This design comes from an exercise in tuning for small area, a short achievable clock period and few clock cycles on the open sky130 flow, not from production work.
Where RTL was checked, it was by simulation tests only, not by an equivalence proof against the original.
Function not checked in run 1: the RTL went through the layout flow alone.
No activity file was given, so power comes from the tool's default toggle rates.

==> flow/design.v, too long to show whole: its modules and the start of the top module <==
// module qsim_state_bank: 25 lines
// module qsim_gate_engine: 73 lines
// module qsim_mac_tree: 1724 lines
// module qsim_top: 242 lines
module qsim_top #(
  parameter int MAX_QUBITS = 3,
  parameter int MAX_GATES  = 4
) (
  input  logic              clk,
  input  logic              reset_n,
  input  logic              dut_valid,
  output logic              dut_ready,
  output logic [7:0]        state_in_addr,
  input  logic [31:0]       state_in_data,    
  output logic [7:0]        gate_addr,
  input  logic [31:0]       gate_data,        
  output logic              state_out_en,
  output logic [7:0]        state_out_addr,
  output logic [31:0]       state_out_data    
);
  // ...
==> flow/flow/run.sh <==
#!/bin/bash
# The standard layout with two changes to how it is made (the SDC, the
# standard synthesis and its registers are unchanged):
#  - after synthesis, fapol.py removes inverters between full adders by
#    flipping adders (a full adder is self-dual) and swapping xor/xnor;
#  - repair_timing aims at a setup margin below the design's period.
set -euo pipefail
R=orfs/results/sky130hd/qsim_top/base
bash standard.sh synth > flow_synth.log 2>&1
python3 flow/fapol.py $R/1_2_yosys.v $R/1_2_yosys.fapol.v > flow_fapol.log 2>&1
cp $R/1_2_yosys.v $R/1_2_yosys.orig.v
cp $R/1_2_yosys.fapol.v $R/1_2_yosys.v
rm -f $R/1_synth.odb $R/1_synth.sdc
bash standard.sh SETUP_SLACK_MARGIN=7 finish > flow_make.log 2>&1
==> flow/flow/fapol.py <==
#!/usr/bin/env python3
"""Remove inverters around full adders in a mapped sky130hd netlist.

A full adder is self-dual: complementing its three inputs complements both
outputs. Each fa cell (and each xor2/xnor2, by swapping the two) may be
flipped; the pass chooses flips that need the fewest inverters, then
rewrites the netlist with one inverter per signal whose complement is
still used. Registers, ports and every other cell are left as they are.
usage: fapol.py in.v out.v"""
import re, sys, random

src = open(sys.argv[1]).read()
cell_re = re.compile(r'^  (sky130_fd_sc_hd__\w+) (\S+)\s+\((.*?)\n  \);\n', re.S | re.M)
pin_re = re.compile(r'\.(\w+)\(([^()]*)\)')

cells = []
for m in cell_re.finditer(src):
    typ, name, body = m.group(1), m.group(2), m.group(3)
    pins = [(p, n.strip()) for p, n in pin_re.findall(body)]
    cells.append({'typ': typ, 'name': name, 'pins': pins, 'span': m.span()})

OUTPINS = {'X', 'Y', 'Q', 'Q_N', 'COUT', 'SUM', 'HI', 'LO'}
def is_inv(c): return re.match(r'sky130_fd_sc_hd__(clk)?inv_\d+$', c['typ'])
def is_fa(c): return c['typ'].startswith('sky130_fd_sc_hd__fa_')
def is_xor(c): return re.match(r'sky130_fd_sc_hd__x(n)?or2_\d+$', c['typ'])

# module ports
hdr = src[:src.index(');') + 2]
portnames = set()
for m in re.finditer(r'^\s*(input|output|inout)\s+(\[[^\]]*\]\s*)?(\S+?);', src, re.M):
    portnames.add(m.group(3))
def is_port(net):
    base = net.split('[')[0].strip()
    return base in portnames or net in portnames

driver = {}
for c in cells:
    for p, n in c['pins']:
        if p in OUTPINS:
            driver[n] = (c, p)

# inverters that may be collapsed: output not a port
inv_of = {}
for c in cells:
    if is_inv(c):
        d = dict(c['pins'])
        if not is_port(d['Y']) and d['A'] and not d['A'].startswith("1'"):
            inv_of[d['Y']] = d['A']

def base(net):
    p = 0
    seen = 0
    while net in inv_of and seen < 50:
        net = inv_of[net]; p ^= 1; seen += 1
    return net, p

flip_cells = [c for c in cells if is_fa(c) or is_xor(c)]
for c in flip_cells: c['f'] = 0
# driver cell of each base net that can flip
def drv_flip(b):
    d = driver.get(b)
    if d and 'f' in d[0]:
        return d[0]
    return None

# loads: list of (cell, pin, base, pol); skip collapsed inverters
loads = {}
kept = [c for c in cells if not (is_inv(c) and dict(c['pins'])['Y'] in inv_of)]
for c in kept:
    for p, n in c['pins']:
        if p in OUTPINS: continue
        if not n or n.startswith("1'") : continue
        b, pol = base(n)
        loads.setdefault(b, []).append((c, p, pol))
# ports driven by nets (output ports are loads too): handled via inverters kept.
# also nets that are output ports directly and driven by a collapsed inverter can't occur.

def need(b, c, pin, pol):
    """1 if this load needs the complement of b's physical value."""
    if is_xor(c):
        return 0
    d = drv_flip(b)
    fd = d['f'] if d else 0
    g = c['f'] if (is_fa(c) and 'f' in c) else 0
    return fd ^ pol ^ g

def cost_of(b):
    for c, pin, pol in loads.get(b, []):
        if need(b, c, pin, pol):
            return 1
    return 0

# bases touched by a flip of cell c
def touched(c):
    s = set()
    for p, n in c['pins']:
        if p in OUTPINS:
            s.add(n)
        elif is_fa(c) and n and not n.startswith("1'"):
            s.add(base(n)[0])
    return s

allb = set(loads)
total = sum(cost_of(b) for b in allb)
pass
improved = True
rounds = 0
while improved and rounds < 30:
    improved = False
    rounds += 1
    order = list(flip_cells)
    random.Random(rounds).shuffle(order)
    for c in order:
        t = touched(c)
        before = sum(cost_of(b) for b in t)
        c['f'] ^= 1
        after = sum(cost_of(b) for b in t)
        if after < before:
            total += after - before
            improved = True
        else:
            c['f'] ^= 1
pass

# rewrite
newinv = {}
def comp(b):
    if b not in newinv:
        newinv[b] = f"_fapol_{len(newinv)}_"
    return newinv[b]

out_cells = {}
for c in kept:
    typ = c['typ']
    if is_xor(c):
        par = c['f']
        for p, n in c['pins']:
            if p in OUTPINS or not n or n.startswith("1'"):
                continue
            b, pol = base(n)
            d = drv_flip(b)
            par ^= pol ^ (d['f'] if d else 0)
        if par:
            typ = typ.replace('xnor2', 'XOR2').replace('xor2', 'xnor2').replace('XOR2', 'xor2')
    pins = []
    for p, n in c['pins']:
        if p in OUTPINS or not n or n.startswith("1'"):
            pins.append((p, n)); continue
        b, pol = base(n)
        pins.append((p, comp(b) if need(b, c, p, pol) else b))
    if typ != c['typ']:
        ren = {'X': 'Y'} if 'xnor2' in typ else {'Y': 'X'}
        pins = [(ren.get(p, p), n) for p, n in pins]
    out_cells[id(c)] = (typ, pins)

def fmt(typ, name, pins):
    s = f"  {typ} {name}{' ' if name.startswith(chr(92)) else ''} (\n"
    s += ",\n".join(f"    .{p}({n}{' ' if n.startswith(chr(92)) else ''})" for p, n in pins)
    return s + "\n  );\n"

parts = []
pos = 0
for c in cells:
    a, e = c['span']
    parts.append(src[pos:a])
    if id(c) in out_cells:
        typ, pins = out_cells[id(c)]
        parts.append(fmt(typ, c['name'], pins))
    pos = e
tail = src[pos:]
body = "".join(parts)
# declare new wires and add inverters before endmodule
decl = "".join(f"  wire {w};\n" for w in newinv.values())
invs = "".join(fmt("sky130_fd_sc_hd__inv_1", f"_fapolinv_{i}_", [("A", b), ("Y", w)]) for i, (b, w) in enumerate(newinv.items()))
i = body.index(");\n") + 3   # after module header
body = body[:i] + decl + body[i:]
tail = tail.replace("endmodule", invs + "endmodule", 1)
open(sys.argv[2], "w").write(body + tail)
print("inverters after:", sum(1 for c in kept if is_inv(c)) + len(newinv), file=sys.stderr)
bad = [c['name'] for c in flip_cells if any(p in OUTPINS and is_port(n) for p, n in c['pins'])]
print("flippable driving ports:", bad[:5], file=sys.stderr)
nl = [c for c in cells if not any(p in OUTPINS for p,_ in c['pins'])]
print("cells without outputs:", len(nl), set(c['typ'] for c in nl), file=sys.stderr)
==> flow/standard.sh <==
#!/bin/bash
# synth_recipe.tcl (not shown) runs the flow's synth.tcl, then flattens the netlist and writes it again
# the make line also repeats each setting of config.mk as NAME=value (left out here)
make -C /OpenROAD-flow-scripts/flow DESIGN_CONFIG=/design/flow/config.mk WORK_HOME=/design/flow/orfs CLKGATE_MAP_FILE= SYNTH_SCRIPT=/design/flow/synth_recipe.tcl "${@:-finish}"
==> flow/config.mk <==
export PLATFORM = sky130hd
export DESIGN_NAME = qsim_top
export DESIGN_NICKNAME = qsim_top
export VERILOG_FILES = /design/flow/design.v
export SDC_FILE = /design/flow/constraint.sdc
export NUM_CORES = 4
export LEC_CHECK = 0
export ABC_AREA = 1
export CAP_MARGIN = 20
export CORE_MARGIN = 2
export CORE_UTILIZATION = 40
export SLEW_MARGIN = 20
==> flow/constraint.sdc <==
create_clock -name core_clock -period 11.0 [get_ports {clk}]
set_input_delay 2.2000 -clock core_clock [delete_from_list [all_inputs] [get_ports {clk}]]
set_output_delay 2.2000 -clock core_clock [all_outputs]
set_load 0.01 [all_outputs]
==> flow_summary.toml, run 1 <==
[drt]
vias = 39697
drt_iter0_drc = 4869

[logic_synthesis]
synth.avg_cell_area_um2 = 9.512
ys_warn_count = 4
syn-cell-area_um2 = 48330
syn_inst = 5081

[setup_path]
cpPeakStageDelay_ps = 530
cp_top_family = "adder cells"
worstSetupStartpointType = "flop"
rr_worst_depth = 12
crit_cells = 12
cp-startpoint = "u_engine.op[20]"

[cells_and_area]
bufAreaShareNonClock = 0.08965
num-nonclk-inverters = 544
layout_commonest_cell = "dfxtp_1"

[clocking]
cts_tree = "yes"
cts_buffers = 93
post-cts-setup-buffer-count = 174

[outcome]
status = "finished clean"

[pwr]
clockPowerShare = 0.169
vdd_drop_max_v = 0.0002396
p_sw_frac = 0.4335

[timing]
clock_skew_ps = 33.47
min_period_ps = 4391
setup_viol = 0
worst_slack_ps = 6609

[global_routing]
met2_usage = 0.4242
grt_pass1_vias = 39167

[hold_path]
min_from = "u_ring_r.r[7][14]"

[floorplan]
design.core.area_um2 = 120000
start_util = 0.4029
==> module qsim_state_bank, before the edit <==
module qsim_state_bank (
  input  logic        clk,
  input  logic [1:0]  q,
  input  logic        we,
  input  logic [31:0] wdata,
  input  logic        big,
  output logic [31:0] next,
  output logic [31:0] tap
);
  logic [31:0] r [8];
  logic [31:0] tail;
  assign tail = we ? wdata : r[0];
  assign next = r[1];
  assign tap  = big ? r[2] : r[0];
  always_ff @(posedge clk) begin
    r[7] <= tail;
    r[6] <= r[7];
    r[5] <= r[6];
    r[4] <= r[5];
    r[3] <= (q == 2'd2) ? tail : r[4];
    r[2] <= r[3];
    r[1] <= (q == 2'd1) ? tail : r[2];
    r[0] <= (q == 2'd0) ? tail : r[1];
  end
endmodule
==> module qsim_gate_engine, before the edit <==
module qsim_gate_engine (
  input  logic        clk,
  input  logic [31:0] gate_data,
  input  logic [31:0] state_in_data,
  input  logic        op_mem,     
  input  logic        op_st,      
  input  logic        cap_tap,    
  input  logic [31:0] tap,
  input  logic        cap_sum,    
  input  logic [31:0] next_r,     
  input  logic [31:0] next_s,
  input  logic        sel_r,      
  input  logic        sel_s,      
  output logic [31:0] sum,
  output logic [31:0] op
);
  logic [7:0] one_a, two_a, neg_a, one_b, two_b, neg_b;
  logic [31:0] st;
  function automatic logic [23:0] booth(input logic [15:0] x);
    logic [16:0] xe;
    logic [7:0]  one, two, neg;
    xe = {x, 1'b0};
    for (int k = 0; k < 8; k++) begin
      one[k] = xe[2*k+1] ^ xe[2*k];
      two[k] = (xe[2*k+2] & ~xe[2*k+1] & ~xe[2*k]) | (~xe[2*k+2] & xe[2*k+1] & xe[2*k]);
      neg[k] = xe[2*k+2];
    end
    booth = {one, two, neg};
  endfunction
  always_ff @(posedge clk) begin
    {one_a, two_a, neg_a} <= booth(gate_data[31:16]);
    {one_b, two_b, neg_b} <= booth(gate_data[15:0]);
    if (op_mem)     op <= state_in_data;
    else if (op_st) op <= st;
    if (cap_sum)      st <= sum;
    else if (cap_tap) st <= tap;
  end
  logic [28:0] rs_re, rc_re, rs_im, rc_im;
  qsim_mac_tree u_re (
    .one_a(one_a), .two_a(two_a), .neg_a(neg_a),
    .one_b(one_b), .two_b(two_b), .neg_b(neg_b),
    .x1(op[31:16]), .x2(op[15:0]), .negb(1'b1),
    .rs(rs_re), .rc(rc_re)
  );
  qsim_mac_tree u_im (
    .one_a(one_a), .two_a(two_a), .neg_a(neg_a),
    .one_b(one_b), .two_b(two_b), .neg_b(neg_b),
    .x1(op[15:0]), .x2(op[31:16]), .negb(1'b0),
    .rs(rs_im), .rc(rc_im)
  );
  logic [28:0] s_re, c_re, s_im, c_im;
  logic [31:0] acc_in;   
  always_ff @(posedge clk) begin
    acc_in <= ({32{sel_r}} & next_r) | ({32{sel_s}} & next_s);
    s_re <= rs_re;
    c_re <= rc_re;
    s_im <= rs_im;
    c_im <= rc_im;
  end
  function automatic logic [15:0] acc_add(input logic [15:0] acc, input logic [28:0] s,
                                          input logic [28:0] c);
    logic [13:0] lo;
    logic [15:0] t, u;
    logic [16:0] r;
    lo = {1'b0, s[12:0]} + {1'b0, c[12:0]};
    t  = acc ^ s[28:13] ^ c[28:13];
    u  = (acc & s[28:13]) | (acc & c[28:13]) | (s[28:13] & c[28:13]);
    r  = {t, 1'b1} + {u[14:0], 1'b0, lo[13]};
    acc_add = r[16:1];
  endfunction
  assign sum[31:16] = acc_add(acc_in[31:16], s_re, c_re);
  assign sum[15:0]  = acc_add(acc_in[15:0], s_im, c_im);
endmodule
==> module qsim_top, before the edit <==
module qsim_top #(
  parameter int MAX_QUBITS = 3,
  parameter int MAX_GATES  = 4
) (
  input  logic              clk,
  input  logic              reset_n,
  input  logic              dut_valid,
  output logic              dut_ready,
  output logic [7:0]        state_in_addr,
  input  logic [31:0]       state_in_data,    
  output logic [7:0]        gate_addr,
  input  logic [31:0]       gate_data,        
  output logic              state_out_en,
  output logic [7:0]        state_out_addr,
  output logic [31:0]       state_out_data    
);
  logic       hdr;           
  logic       act;           
  logic       dum;           
  logic [1:0] dcnt;          
  logic       copy;          
  logic [1:0] q_r;
  logic [2:0] m_r;
  logic [2:0] i, j;
  logic [1:0] g;
  logic [1:0] h_q;           
  logic [2:0] h_m;
  logic       h_copy;
  logic [2:0] mask;
  logic       last_i, last_j, last_g;
  logic [1:0] dgap;          
  assign h_q    = state_in_data[17:16];
  assign h_m    = state_in_data[2:0];
  assign h_copy = (h_m == 3'd0);
  assign mask   = 3'((4'd1 << q_r) - 4'd1);
  assign last_i = (i == mask);
  assign last_j = (j == mask);
  assign last_g = ({1'b0, g} == m_r - 3'd1);
  assign dgap   = (q_r == 2'd0) ? 2'd2 : (q_r == 2'd1) ? 2'd1 : 2'd0;
  logic       n_act, n_dum;
  logic [1:0] n_dcnt, n_g;
  logic [2:0] n_i, n_j;
  always_comb begin
    n_act  = act;
    n_dum  = dum;
    n_dcnt = dcnt;
    n_i    = i;
    n_j    = j;
    n_g    = g;
    if (act) begin
      if (copy) begin
        if (last_i) n_act = 1'b0;
        else        n_i   = i + 3'd1;
      end else if (dum) begin
        if (last_i) begin
          n_i    = '0;
          n_dcnt = dcnt - 2'd1;
          if (dcnt == 2'd1) n_dum = 1'b0;
        end else begin
          n_i = i + 3'd1;
        end
      end else if (!last_i) begin
        n_i = i + 3'd1;
      end else begin
        n_i = '0;
        if (!last_j) begin
          n_j = j + 3'd1;
        end else begin
          n_j = '0;
          if (last_g) begin
            n_act = 1'b0;
          end else begin
            n_g = g + 2'd1;
            if (dgap != 2'd0) begin
              n_dum  = 1'b1;
              n_dcnt = dgap;
            end
          end
        end
      end
    end
  end
  logic iss_v, iss_mem, iss_opst, iss_cap, iss_first, iss_sumcap, iss_out, iss_last, iss_copy;
  logic h_n1, h_m1;
  assign h_n1 = (h_q == 2'd0);
  assign h_m1 = (h_m == 3'd1);
  always_comb begin
    iss_v     = act && !dum;
    iss_first = (j == 3'd0);
    if (hdr) begin
      iss_copy   = h_copy;
      iss_mem    = 1'b1;
      iss_opst   = 1'b0;
      iss_cap    = 1'b0;
      iss_sumcap = !h_copy && h_n1 && !h_m1;
      iss_out    = h_copy || (h_n1 && h_m1);
      iss_last   = h_n1 && (h_copy || h_m1);
    end else begin
      iss_copy   = copy;
      iss_mem    = copy || (g == 2'd0);
      iss_opst   = !copy && (g != 2'd0) && (i == 3'd0);
      iss_cap    = !copy && (g != 2'd0) && !last_j && (i == j);
      iss_sumcap = !copy && (i == 3'd0) && last_j && !last_g;
      iss_out    = copy || (last_j && last_g);
      iss_last   = last_i && (copy || (last_j && last_g));
    end
  end
  logic accept;
  assign accept = dut_ready && dut_valid;
  logic [7:0] ga_n;
  assign ga_n = (8'(n_g) << (2 * q_r)) | (8'(n_i) << q_r) | 8'(n_j);
  always_ff @(posedge clk) begin
    if (!reset_n) begin
      hdr  <= 1'b0;
      act  <= 1'b0;
      dum  <= 1'b0;
      dcnt <= '0;
      copy <= 1'b0;
      q_r  <= '0;
      m_r  <= '0;
      i    <= '0;
      j    <= '0;
      g    <= '0;
      gate_addr     <= '0;
      state_in_addr <= '0;
    end else begin
      hdr <= accept;
      if (hdr) begin
        q_r  <= h_q;
        m_r  <= h_m;
        copy <= h_copy;
      end
      if (accept) begin
        act  <= 1'b1;
        dum  <= 1'b0;
        dcnt <= '0;
        i    <= '0;
        j    <= '0;
        g    <= '0;
        gate_addr     <= 8'd0;
        state_in_addr <= 8'd1;
      end else if (hdr) begin
        act  <= !(h_n1 && (h_copy || h_m1));
        dum  <= h_n1 && !h_copy && !h_m1;
        dcnt <= 2'd2;
        i    <= h_n1 ? 3'd0 : 3'd1;
        j    <= '0;
        g    <= (h_n1 && !h_copy && !h_m1) ? 2'd1 : 2'd0;
        gate_addr     <= 8'd1 << h_q;
        state_in_addr <= h_copy ? 8'd2 : 8'd1;
      end else begin
        act  <= n_act;
        dum  <= n_dum;
        dcnt <= n_dcnt;
        i    <= n_i;
        j    <= n_j;
        g    <= n_g;
        if (n_act) begin
          gate_addr     <= ga_n;
          state_in_addr <= 8'(copy ? n_i : n_j) + 8'd1;
        end else begin
          gate_addr     <= 8'd0;
          state_in_addr <= 8'd0;   
        end
      end
    end
  end
  logic       v1, mem1, opst1, cap1, first1, sumcap1, out1, last1, copy1, role1;
  logic [2:0] i1;
  logic       v2, cap2, first2, sumcap2, out2, last2, copy2, role2;
  logic [2:0] i2;
  logic       v3, sumcap3, out3, last3, role3, we_r3, we_s3;
  logic       sel_r2, sel_s2;
  logic [2:0] i3;
  always_ff @(posedge clk) begin
    if (!reset_n) begin
      v1 <= 1'b0;
      v2 <= 1'b0;
      v3 <= 1'b0;
    end else begin
      v1 <= iss_v;
      v2 <= v1;
      v3 <= v2 && !copy2;
    end
    we_r3 <= v2 && !copy2 && !role2;
    we_s3 <= v2 && !copy2 && role2;
  end
  always_ff @(posedge clk) begin
    {mem1, opst1, cap1, first1, sumcap1, out1, last1, copy1, role1} <=
      {iss_mem, iss_opst, iss_cap, iss_first, iss_sumcap, iss_out, iss_last, iss_copy, g[0]};
    i1 <= i;
    {cap2, first2, sumcap2, out2, last2, copy2, role2} <=
      {cap1, first1, sumcap1, out1, last1, copy1, role1};
    i2 <= i1;
    {sumcap3, out3, last3, role3} <= {sumcap2, out2, last2, role2};
    i3 <= i2;
  end
  logic [31:0] tap_r, tap_s, next_r, next_s, sum;
  logic        we_r, we_s;
  logic [31:0] op;
  assign we_r     = we_r3;
  assign we_s     = we_s3;
  assign sel_r2   = !role2 && !first2;
  assign sel_s2   = role2 && !first2;
  qsim_gate_engine u_engine (
    .clk(clk),
    .gate_data(gate_data),
    .state_in_data(state_in_data),
    .op_mem(v1 && mem1), .op_st(v1 && opst1),
    .cap_tap(v2 && cap2), .tap(role2 ? tap_r : tap_s),
    .cap_sum(v3 && sumcap3),
    .next_r(next_r), .next_s(next_s), .sel_r(sel_r2), .sel_s(sel_s2),
    .sum(sum), .op(op)
  );
  qsim_state_bank u_ring_r (
    .clk(clk), .q(q_r), .we(we_r), .wdata(sum), .big(q_r[1]),
    .next(next_r), .tap(tap_r)
  );
  qsim_state_bank u_ring_s (
    .clk(clk), .q(q_r), .we(we_s), .wdata(sum), .big(q_r[1]),
    .next(next_s), .tap(tap_s)
  );
  logic fin;
  always_ff @(posedge clk) begin
    if (!reset_n) begin
      state_out_en <= 1'b0;
      fin          <= 1'b0;
      dut_ready    <= 1'b1;
    end else begin
      state_out_en <= (v3 && out3) || (v2 && copy2);
      fin          <= (v3 && last3) || (v2 && copy2 && last2);
      if (accept)   dut_ready <= 1'b0;
      else if (fin) dut_ready <= 1'b1;
    end
  end
  logic [2:0] out_idx;
  always_ff @(posedge clk) begin
    out_idx        <= copy2 ? i2 : i3;
    state_out_data <= copy2 ? op : sum;
  end
  assign state_out_addr = {5'd0, out_idx};
endmodule
==> run 2: changes to the inputs <==
--- a/flow/design.v
+++ b/flow/design.v
@@ -8,5 +8,5 @@
   input  logic [31:0] wdata,
   input  logic        big,
-  output logic [31:0] next,
+  output logic [31:0] head,
   output logic [31:0] tap
 );
@@ -14,5 +14,5 @@
   logic [31:0] tail;
   assign tail = we ? wdata : r[0];
-  assign next = r[1];
+  assign head = r[0];
   assign tap  = big ? r[2] : r[0];
   always_ff @(posedge clk) begin
@@ -37,6 +37,6 @@
   input  logic [31:0] tap,
   input  logic        cap_sum,    
-  input  logic [31:0] next_r,     
-  input  logic [31:0] next_s,
+  input  logic [31:0] head_r,     
+  input  logic [31:0] head_s,
   input  logic        sel_r,      
   input  logic        sel_s,      
@@ -79,7 +79,5 @@
   );
   logic [28:0] s_re, c_re, s_im, c_im;
-  logic [31:0] acc_in;   
   always_ff @(posedge clk) begin
-    acc_in <= ({32{sel_r}} & next_r) | ({32{sel_s}} & next_s);
     s_re <= rs_re;
     c_re <= rc_re;
@@ -98,4 +96,6 @@
     acc_add = r[16:1];
   endfunction
+  logic [31:0] acc_in;
+  assign acc_in = ({32{sel_r}} & head_r) | ({32{sel_s}} & head_s);
   assign sum[31:16] = acc_add(acc_in[31:16], s_re, c_re);
   assign sum[15:0]  = acc_add(acc_in[15:0], s_im, c_im);
@@ -1997,6 +1997,5 @@
   logic       v2, cap2, first2, sumcap2, out2, last2, copy2, role2;
   logic [2:0] i2;
-  logic       v3, sumcap3, out3, last3, role3, we_r3, we_s3;
-  logic       sel_r2, sel_s2;
+  logic       v3, sumcap3, out3, last3, role3, sel_r3, sel_s3;
   logic [2:0] i3;
   always_ff @(posedge clk) begin
@@ -2010,6 +2009,4 @@
       v3 <= v2 && !copy2;
     end
-    we_r3 <= v2 && !copy2 && !role2;
-    we_s3 <= v2 && !copy2 && role2;
   end
   always_ff @(posedge clk) begin
@@ -2021,13 +2018,13 @@
     i2 <= i1;
     {sumcap3, out3, last3, role3} <= {sumcap2, out2, last2, role2};
+    sel_r3 <= !role2 && !first2;
+    sel_s3 <= role2 && !first2;
     i3 <= i2;
   end
-  logic [31:0] tap_r, tap_s, next_r, next_s, sum;
+  logic [31:0] tap_r, tap_s, head_r, head_s, sum;
   logic        we_r, we_s;
   logic [31:0] op;
-  assign we_r     = we_r3;
-  assign we_s     = we_s3;
-  assign sel_r2   = !role2 && !first2;
-  assign sel_s2   = role2 && !first2;
+  assign we_r     = v3 && !role3;
+  assign we_s     = v3 && role3;
   qsim_gate_engine u_engine (
     .clk(clk),
@@ -2037,14 +2034,14 @@
     .cap_tap(v2 && cap2), .tap(role2 ? tap_r : tap_s),
     .cap_sum(v3 && sumcap3),
-    .next_r(next_r), .next_s(next_s), .sel_r(sel_r2), .sel_s(sel_s2),
+    .head_r(head_r), .head_s(head_s), .sel_r(sel_r3), .sel_s(sel_s3),
     .sum(sum), .op(op)
   );
   qsim_state_bank u_ring_r (
     .clk(clk), .q(q_r), .we(we_r), .wdata(sum), .big(q_r[1]),
-    .next(next_r), .tap(tap_r)
+    .head(head_r), .tap(tap_r)
   );
   qsim_state_bank u_ring_s (
     .clk(clk), .q(q_r), .we(we_s), .wdata(sum), .big(q_r[1]),
-    .next(next_s), .tap(tap_s)
+    .head(head_s), .tap(tap_s)
   );
   logic fin;
==> flow/flow/run.sh (replaced) <==
#!/bin/bash
set -euo pipefail
bash standard.sh SETUP_SLACK_MARGIN=6.5 finish > flow_make.log 2>&1
removed: flow/flow/fapol.py
==> flow_summary.toml, run 2 <==
[outcome]
status = "finished clean"

[timing]
min_period_ps = 4497
rsz0062_at_grt = "true"
hold_viol = 0
setup-tns-final_ps = 0
max_freq_mhz = 222.4
setup_viol = 0
tightest_slew_ps = 1261
slew_violations = 0
worst_slack_ps = 6503
period_share = 0.4088
slew_headroom = 0.1508
clock_skew_ps = 25.55

[setup_path]
crit_slowest_cell = "fa_1"
path_cells = "buf_4 -> inv_2 -> xor2_1 -> inv_1 -> fa_1 -> fa_1 -> inv_1 -> fa_1 -> fa_1 -> inv_1 -> fa_1"
worstPathMaxFanout = 19
crit_top_cell = "fa_1"
timing.rr.start = "u_engine.neg_b[6]"
ff2ff_setup_slack_ps = 6500
endpoint_kind = "flop"
cpPeakStageDelay_ps = 550
crit_type = "flop to flop"
worstSetupStartpointType = "flop"
cp.arrival_ps = 5060
worstPathRequired_ps = 11560
r2r_end = "u_engine.c_re[14]"
rr_worst_depth = 11
cp_top_family = "adder cells"
crit_buf_inv = 5

[hold_path]
min_from = "u_ring_s.r[7][31]"
holdPathStages = 0
hold_class = "flop to flop"
min_to = "u_ring_s.r[6][31]"

[global_routing]
grt_pass1_wl_um = 242100
grt_usage = 0.2546
use_met1 = 0.3308
antenna_found_initial = 6
grt_max_degree = 73
grt_pass1_vias = 39118
grt_overflow_total = 0
grt_busiest_layer = "met2"
met2_usage = 0.3927
met3_usage = 0.06412

[drt]
dr.pass1.iters = 6
vias = 38725
viasPerCell = 5.434
finalWirelength_um = 163200
ant_nets = 0
drt_iter0_drc = 3928
drc_errors = 0
drt-wirelength-per-cell_um = 22.90

[clocking]
cts_buffers = 89
cts.sinks = 843
htreeDepth = 3
clkSlewWorstSetupHoldPaths_ps = 70
clk_path_buf_depth = 3
cts_tree = "yes"
hold_buffers = 0
clock_latency_ps = 700
clock-root-buffer = "clkbuf_16"

[logic_synthesis]
synthArstFlopShare = 0
syn_inst = 5407
synth_edf_count = 64
yosysMostFrequentCell = "inv_1"
syn-cell-area_um2 = 49000
ys_warn_count = 4
ys_types = 46
synth.area.top_cells = "dfxtp_1 (32%), fa_1 (19%), xor2_1 (10%)"
synth_top_area_share = 0.3182
ys_seq_area_frac = 0.3575
synthTopCellsByCount = "inv_1 (883), nand2_1 (785), dfxtp_1 (779), xor2_1 (563), o22ai_1 (507)"
synth_ff_type = "dfxtp_1"
yosysTopAreaCell = "dfxtp_1"
ys_seq_elements = 843
synth.avg_cell_area_um2 = 9.063

[floorplan]
ioPinCount = 125
fp.dieH_um = 354.0
die_area_um2 = 125300
die_width_um = 354.0
rows = 128
start_util = 0.4026
design.core.area_um2 = 121700

[place]
portBuffers = 115
dpl_cell_area_um2 = 51650
gp_congestion = 0.9312
place_ws_ps = 5844
dpl.hpwl_um = 108000

[cells_and_area]
finalNetCount = 6075
largestRegisters = "u_ring_r.r: 256 flops, u_ring_s.r: 256 flops"
layout_commonest_cell = "inv_1"
finalInstanceArea_um2 = 56040
area_delta_synth_final_pct = 14.35
final_cell_mix = "inv_1 (850), nand2_1 (781), dfxtp_1 (764)"
fillers = 11733
drive_above_1_share = 0.08406
final_util = 0.4604

[pwr]
p_total_mw = 17.57
power.density_nw_per_um2 = 313.5
p_leak_nw = 25.64
vdd_drop_max_v = 0.0001947

[run]
max_cap_viol_count = 0
run 2: through the flow:
| step | std cells | hold slack [ps] |
|---|---|---|
| global route | 7121 | 324.6 |
| finish | 7126 | 317.1 |
| floorplan | 5415 | 309.6 |
| global placement | 6908 | 309.7 |
| detailed placement | 6908 | 312.1 |
| CTS | 7093 | 324.4 |
run 2: cell type report:
type	count	area (um^2)	area share
Timing Repair Buffer	259	2724	0.04861
Clock inverter	50	623.1	0.01112
Inverter	915	3535	0.06308
Sequential cell	843	17550	0.3131
Tap cell	1625	2033	0.03628
Timing Repair inverter	1	5.005	0.00008931
Multi-Input combinational cell	3312	26980	0.4815
Clock buffer	116	2575	0.04595
Antenna cell	5	12.51	0.0002233
run 2: cell families (layout without fill, tap and decap cells):
logic type      after synthesis  count (layout)  share of synthesized area
mux                          47              47                    0.01080
buf+inv                    1260            1341                    0.09751
xor+xnor                    598             598                     0.1070
simple gates               1095            1095                    0.09026
fa+ha+maj                   587             587                     0.2210
flops                       843             843                     0.3575
other cells                   1              14                 0.00007652
compound gates              976             976                     0.1159
run 2: layer usage:
layer	share of wire	wire [um]
met1	0.39	64430
met2	0.44	71580
met3	0.11	17910
met4	0.057	9254
met5	0.00014	23
run 2: how the worst max path moves through the flow:
stage,startpoint,endpoint,slack (ps),cells after the start
after CTS,u_engine.neg_a[5],u_engine.c_im[20],6500,11
after global routing,u_engine.op[9],u_engine.c_im[17],6400,13
after detailed placement,u_engine.op[31],u_engine.c_im[18],5840,12
final,u_engine.neg_b[6],u_engine.c_re[14],6500,11
after floorplan,u_engine.neg_a[1],u_engine.c_im[16],6510,13
after global placement,u_engine.op[31],u_engine.c_im[18],5860,12
run 2: where the power goes:
part	total [mW]	leakage [nW]	switching (mW)	internal, mW
Combinational	9.52	17.0	6.01	3.51
Clock	3.24	1.55	1.35	1.89
Sequential	4.81	7.06	0.367	4.45
Total	17.6	25.6	7.72	9.85
run 2: timing repair:
action,in CTS,in global routing
setup buffers,18,21
pin swaps,0,7
gates cloned,1,7
gates resized for setup,58,153
setup endpoints to repair,69,67
Testbench counts of run 2, summed over its fixed seeds: cycles 46,660.

==> port drivers added, routing unchanged <==
How much do the figures lean on ideal ports? The routed layouts below were timed once more, with nothing changed but the port constraints. Step 1 (the two cells are an assumption about what drives the block):
set clk [get_ports {clk}]
set_driving_cell -lib_cell sky130_fd_sc_hd__clkbuf_16 $clk
set_driving_cell -lib_cell sky130_fd_sc_hd__buf_2 [delete_from_list [all_inputs] $clk]
Step 2 moves the port delays by t, midway between the first and last clock arrival at a register: inputs arrive t later, outputs are due t later. That takes back most of the time a late clock gives input paths. Slacks: ideal / step 1 / step 2; pairs: ideal / step 1.
| run | t, ns | setup slack, ns | worst slew at a driven data input, ns |
|---|---|---|---|
| run 1 | 0.772 | 6.609 / 6.609 / 6.530 | 0.10 |
| run 2 | 0.762 | 6.503 / 6.503 / 6.503 | 0.09 |
After both steps setup and hold are still met in every run listed. The setup slack of run 1, which loses most, moves by 0.000 ns with the drivers and by -0.079 ns with both steps.
